From an optimization exercise on the open Yosys and OpenROAD flow, aimed at small area and a short achievable clock period; shortcuts taken in it are not production practice.
Where RTL was checked, it was by simulation tests only, not by an equivalence proof against the original.
Power is estimated from default activity; no workload was simulated.

Setup of main:
// binomial_pipeline_schedule
module binomial_pipeline_schedule (
  input  logic                              clk_i,
  input  logic                              rst_ni,
  input  logic                              start_i,
  output logic                              busy_o,
  input  logic                              req_type_i,
  input  logic [bps_pkg::RankBits-1:0]      rank_i,
  input  logic [bps_pkg::StepBits-1:0]      step_i,
  input  logic                              cfg_we_i,
  input  logic [bps_pkg::CfgIdxBits-1:0]    cfg_idx_i,
  input  logic [bps_pkg::CfgDataBits-1:0]   cfg_wdata_i,
  output logic                              valid_o,
  output logic                              transfer_valid_o,
  output logic [bps_pkg::RankBits-1:0]      peer_rank_o,
  output logic [bps_pkg::BlockBits-1:0]     block_index_o,
  output logic [bps_pkg::StepBits-1:0]      forged_index_o
);
==> flow/config.mk <==
export PLATFORM = sky130hd
export DESIGN_NAME = binomial_pipeline_schedule
export DESIGN_NICKNAME = binomial_pipeline_schedule
export VERILOG_FILES = /design/flow/design.v
export SDC_FILE = /design/flow/constraint.sdc
export NUM_CORES = 4
export LEC_CHECK = 0
export ABC_AREA = 1
export CAP_MARGIN = 20
export CORE_MARGIN = 2
export CORE_UTILIZATION = 40
export SETUP_SLACK_MARGIN = 4.4
export SLEW_MARGIN = 20
==> flow/constraint.sdc <==
create_clock -name core_clock -period 7.0 [get_ports {clk_i}]
set_input_delay 1.4000 -clock core_clock [delete_from_list [all_inputs] [get_ports {clk_i}]]
set_output_delay 1.4000 -clock core_clock [all_outputs]
set_load 0.01 [all_outputs]
standard.sh (not shown) runs the stock make flow with config.mk's settings and CLKGATE_MAP_FILE= SYNTH_SCRIPT=/design/flow/synth_recipe.tcl, a recipe that flattens the netlist after the stock synthesis.
==> flow/flow/run.sh <==
#!/bin/bash
# The standard ORFS layout with two changes: Yosys's adder-cell mapping is off, so that ABC
# maps the arithmetic together with the rest of the logic, and the port buffers are
# buf_2 cells. Registers and everything else as in standard.sh; each tool's output lands
# in orfs/logs, make's own output in make_finish.log.
set -euo pipefail
cd "$(dirname "$0")/.."
bash standard.sh ADDER_MAP_FILE= "BUFFER_PORTS_ARGS=-buffer_cell sky130_fd_sc_hd__buf_2" finish > make_finish.log 2>&1
Setup changes, main to the feature branch
-- flow/config.mk --
<<< main, line 12
export SETUP_SLACK_MARGIN = 4.4
>>> the feature branch, line 12
export SETUP_SLACK_MARGIN = 4.3
### Flow results
The feature branch ended with less share of cells above drive strength 1 than main.
Between main and the feature branch, the combined global-route utilization of all metal layers does not differ in any meaningful way.
Area added between synthesis and finish (lower): the feature branch
Compared to main, the feature branch shows a narrower setup margin.
On first-pass GRT wire length, main and the feature branch are neck and neck.
Routed wire length: the feature branch vs main down 0.36%
Going from main to the feature branch, total routed wire length on the met1 layer grew slightly.
The feature branch: critical path depth 1 below main
Function was not checked in any run of this note: the RTL went through the layout flow alone.


Another version of the RTL of binomial_pipeline_schedule (not shown whole).
For scale: about 2000 cells after synthesis, about 300 flip-flops, ~110 I/O pins.
==> flow/design.v (excerpt) <==
module binomial_pipeline_schedule (
  input  logic                              clk_i,
  input  logic                              rst_ni,
  input  logic                              start_i,
  output logic                              busy_o,
  input  logic                              req_type_i,
  input  logic [bps_pkg::RankBits-1:0]      rank_i,
  input  logic [bps_pkg::StepBits-1:0]      step_i,
  input  logic                              cfg_we_i,
  input  logic [bps_pkg::CfgIdxBits-1:0]    cfg_idx_i,
  input  logic [bps_pkg::CfgDataBits-1:0]   cfg_wdata_i,
  output logic                              valid_o,
  output logic                              transfer_valid_o,
  output logic [bps_pkg::RankBits-1:0]      peer_rank_o,
  output logic [bps_pkg::BlockBits-1:0]     block_index_o,
  output logic [bps_pkg::StepBits-1:0]      forged_index_o
);
Settings: LEC_CHECK=0, ABC_AREA=1, CAP_MARGIN=20, CORE_MARGIN=2, CORE_UTILIZATION=40, SETUP_SLACK_MARGIN=4.3, SLEW_MARGIN=20; clock period 7.0 ns.
==> flow/flow/run.sh <==
#!/bin/bash
# The standard ORFS layout with three changes: Yosys's adder-cell mapping is off, so that
# ABC maps the arithmetic together with the rest of the logic; ABC's area script leaves
# out its buffering and upsizing, which would size every gate for an unreachable delay
# target (placement-time repair sizes the gates instead); and the port buffers are buf_2
# cells. Registers and everything else as in standard.sh; each tool's output lands in
# orfs/logs, make's own output in make_finish.log.
set -euo pipefail
cd "$(dirname "$0")/.."
rm -rf scripts_abc
cp -r "$FLOW_HOME/scripts" scripts_abc
cp flow/abc_area.script scripts_abc/abc_area.script
bash standard.sh ADDER_MAP_FILE= "BUFFER_PORTS_ARGS=-buffer_cell sky130_fd_sc_hd__buf_2" \
  SCRIPTS_DIR="$PWD/scripts_abc" finish > make_finish.log 2>&1
==> flow/flow/abc_area.script <==
strash
dch
map -B 0.9
topo
stime -c
dnsize -c
The starting point passed the timing, DRC and antenna checks.
Edit:
SETUP_SLACK_MARGIN = 4.4   (was 4.3)
=> The new run went through all stages and came out clean; setup slack improved by 0.14 ns; synthesized cell count does not change; wire length goes up slightly; final area goes up by a few percent; power goes up slightly.


## build 97
Starting RTL as in the previous note.
export LEC_CHECK = 0
export ABC_AREA = 1
export CAP_MARGIN = 20
export CORE_MARGIN = 2
export CORE_UTILIZATION = 40
export SLEW_MARGIN = 20
create_clock -name core_clock -period 7.0 [get_ports {clk_i}]
Scripts as last shown in full above: flow/flow/run.sh, flow/flow/abc_area.script
Build 97 did not stop at any stage, and its layout met the timing, DRC and antenna checks.
[inputs] build 56 vs build 97
# build 97
export LEC_CHECK = 0
export ABC_AREA = 1
export CAP_MARGIN = 20
export CORE_MARGIN = 2
export CORE_UTILIZATION = 40
export SLEW_MARGIN = 20
create_clock -name core_clock -period 7.0 [get_ports {clk_i}]
# build 56
export LEC_CHECK = 0
export ABC_AREA = 1
export CAP_MARGIN = 20
export CORE_MARGIN = 2
export CORE_UTILIZATION = 40
export SETUP_SLACK_MARGIN = 4.5
export SLEW_MARGIN = 20
create_clock -name core_clock -period 7.0 [get_ports {clk_i}]
==> flow/flow/run.sh <==
#!/bin/bash
# The standard ORFS layout with two changes: Yosys's adder-cell mapping is off, so that ABC
# maps the arithmetic together with the rest of the logic, and the port buffers are
# buf_2 cells. Registers and everything else as in standard.sh; each tool's output lands
# in orfs/logs, make's own output in make_finish.log.
set -euo pipefail
cd "$(dirname "$0")/.."
bash standard.sh ADDER_MAP_FILE= "BUFFER_PORTS_ARGS=-buffer_cell sky130_fd_sc_hd__buf_2" finish > make_finish.log 2>&1
removed: flow/flow/abc_area.script
==> summary.txt <==
Of build 97 and build 56, the lower post-synthesis sequential area ratio belongs to build 56.
Build 56 finished all stages; the layout is clean.
Build 56: total power is 3.6% higher than what build 97 reported.
In the reports for build 97 and build 56, the smaller routed wire length on met3 belongs to build 56.
Against build 97, the final cell area of build 56 is higher.
Build 56 against build 97: reported leakage power saw an increase; final period demand of the worst path fell 1060 ps.
diff inputs: build 56 => build 91
# build 56
export LEC_CHECK = 0
export ABC_AREA = 1
export CAP_MARGIN = 20
export CORE_MARGIN = 2
export CORE_UTILIZATION = 40
export SETUP_SLACK_MARGIN = 4.5
export SLEW_MARGIN = 20
create_clock -name core_clock -period 7.0 [get_ports {clk_i}]
# build 91
export LEC_CHECK = 0
export ABC_AREA = 1
export CAP_MARGIN = 20
export CORE_MARGIN = 2
export CORE_UTILIZATION = 40
export SETUP_SLACK_MARGIN = 4.4
export SLEW_MARGIN = 20
create_clock -name core_clock -period 7.0 [get_ports {clk_i}]
[summary]
- Build 91: proportion of power drawn by the clock network is 0.4 points higher than what build 56 reported.
- Diff build 56 -> build 91: combined flip-flop and latch cell area decreased about 0.45%; clock power essentially unchanged.
- The higher total power of build 91 and build 56 is in build 56.
- Lower final worst setup slack among build 91 and build 56: build 91
- The run showing the smaller cell leakage power is build 91.
- Higher total number of vias goes to build 56 over build 91.
- Changes observed in build 91 relative to build 56: number of inserted diodes held steady; combinational fraction of design power went down; fraction of the cycle the final worst path needs picked up an extra 1.4 points; global-route usage now sits at about the same level.
For build 47, these inputs were changed with respect to build 91:
# build 91
export LEC_CHECK = 0
export ABC_AREA = 1
export CAP_MARGIN = 20
export CORE_MARGIN = 2
export CORE_UTILIZATION = 40
export SETUP_SLACK_MARGIN = 4.4
export SLEW_MARGIN = 20
create_clock -name core_clock -period 7.0 [get_ports {clk_i}]
# build 47
export LEC_CHECK = 0
export ABC_AREA = 1
export CAP_MARGIN = 20
export CORE_MARGIN = 2
export CORE_UTILIZATION = 40
export CTS_BUF_LIST = sky130_fd_sc_hd__clkbuf_4 sky130_fd_sc_hd__clkbuf_8
export SETUP_SLACK_MARGIN = 4.4
export SLEW_MARGIN = 20
create_clock -name core_clock -period 7.0 [get_ports {clk_i}]
Results
Result for build 91 and build 47: all clean
Reported for build 91 and build 47, total of flip-flops plus latches after synthesis turned out identical to the last digit.
Re amount of wire on met3 after detailed routing: build 91 and build 47 aren't equal, and the lower value belongs to build 91.
Higher power share of the sequential group among build 91 and build 47: build 47
Slack of the critical path, build 91 and build 47: lower on build 47
Minimum clock period: build 47 > build 91
| final-layout clock-cell area share | build 47 vs build 91 | 0.29 points lower |
[inputs] build 81 vs build 47
# build 47
export LEC_CHECK = 0
export ABC_AREA = 1
export CAP_MARGIN = 20
export CORE_MARGIN = 2
export CORE_UTILIZATION = 40
export CTS_BUF_LIST = sky130_fd_sc_hd__clkbuf_4 sky130_fd_sc_hd__clkbuf_8
export SETUP_SLACK_MARGIN = 4.4
export SLEW_MARGIN = 20
create_clock -name core_clock -period 7.0 [get_ports {clk_i}]
# build 81
export LEC_CHECK = 0
export ABC_AREA = 1
export CAP_MARGIN = 20
export CORE_MARGIN = 2
export CORE_UTILIZATION = 40
export SLEW_MARGIN = 20
create_clock -name core_clock -period 7.0 [get_ports {clk_i}]
==> comparison <==
When the final numbers for build 47 and build 81 were put side by side, the tightest slew margin relative to the limit turned out to be greater in build 47.
Diff build 47 -> build 81 | final standard cell area without fillers | down by a few percent
Looking only at biggest fanout along the worst timing path, and setting everything else aside, the higher value of build 47 and build 81 goes to build 81.
On build 81: switching power total is 3.6% lower than what build 47 gave.

port drivers added, routing unchanged:
In the flow no input, the clock included, has a driving cell. The finished layouts below were timed again as built, in two steps.
Step 1 assumes that a clkbuf_16 drives the clock port and a buf_2 every other input.
Step 2 times the ports against the registers' clock, not the clock port: input delays grow and output delays shrink by t, the midpoint of the rising clock arrivals with the driver on.
Slacks: no drivers / after step 1 / after step 2; pairs: no drivers / after step 1.
run | t, ns | setup WS [ns] | worst hold slack (ns) | clock arrival spread, ns | worst register clock-pin slew, ns
main | 0.573 | 4.510 / 4.510 / 4.335 | 0.318 / 0.318 / 0.318 | 0.019 / 0.019 | 0.06 / 0.06
the feature branch | 0.575 | 4.447 / 4.447 / 4.331 | 0.319 / 0.319 / 0.319 | 0.019 / 0.019 | 0.06 / 0.06
the first run of note 2 | 0.582 | 4.412 / 4.412 / 4.182 | 0.315 / 0.315 / 0.315 | 0.026 / 0.026 | 0.06 / 0.06
the second run of note 2 | 0.569 | 4.549 / 4.518 / 4.313 | 0.315 / 0.315 / 0.315 | 0.021 / 0.021 | 0.06 / 0.06
build 97 | 0.556 | 3.494 / 3.494 / 3.494 | 0.315 / 0.315 / 0.315 | 0.015 / 0.015 | 0.06 / 0.06
build 56 | 0.574 | 4.553 / 4.528 / 4.360 | 0.306 / 0.306 / 0.306 | 0.028 / 0.029 | 0.06 / 0.06
build 91 | 0.574 | 4.456 / 4.456 / 4.352 | 0.305 / 0.305 / 0.305 | 0.029 / 0.029 | 0.06 / 0.06
build 47 | 0.666 | 4.408 / 4.408 / 4.355 | 0.316 / 0.316 / 0.316 | 0.036 / 0.036 | 0.07 / 0.07
build 81 | 0.572 | 4.271 / 4.271 / 4.271 | 0.306 / 0.306 / 0.306 | 0.028 / 0.028 | 0.06 / 0.06
After both steps every run listed still meets setup and hold. For the second run of note 2, which loses most, drivers alone change the setup slack by -0.031 ns; drivers and shift together by -0.236 ns.
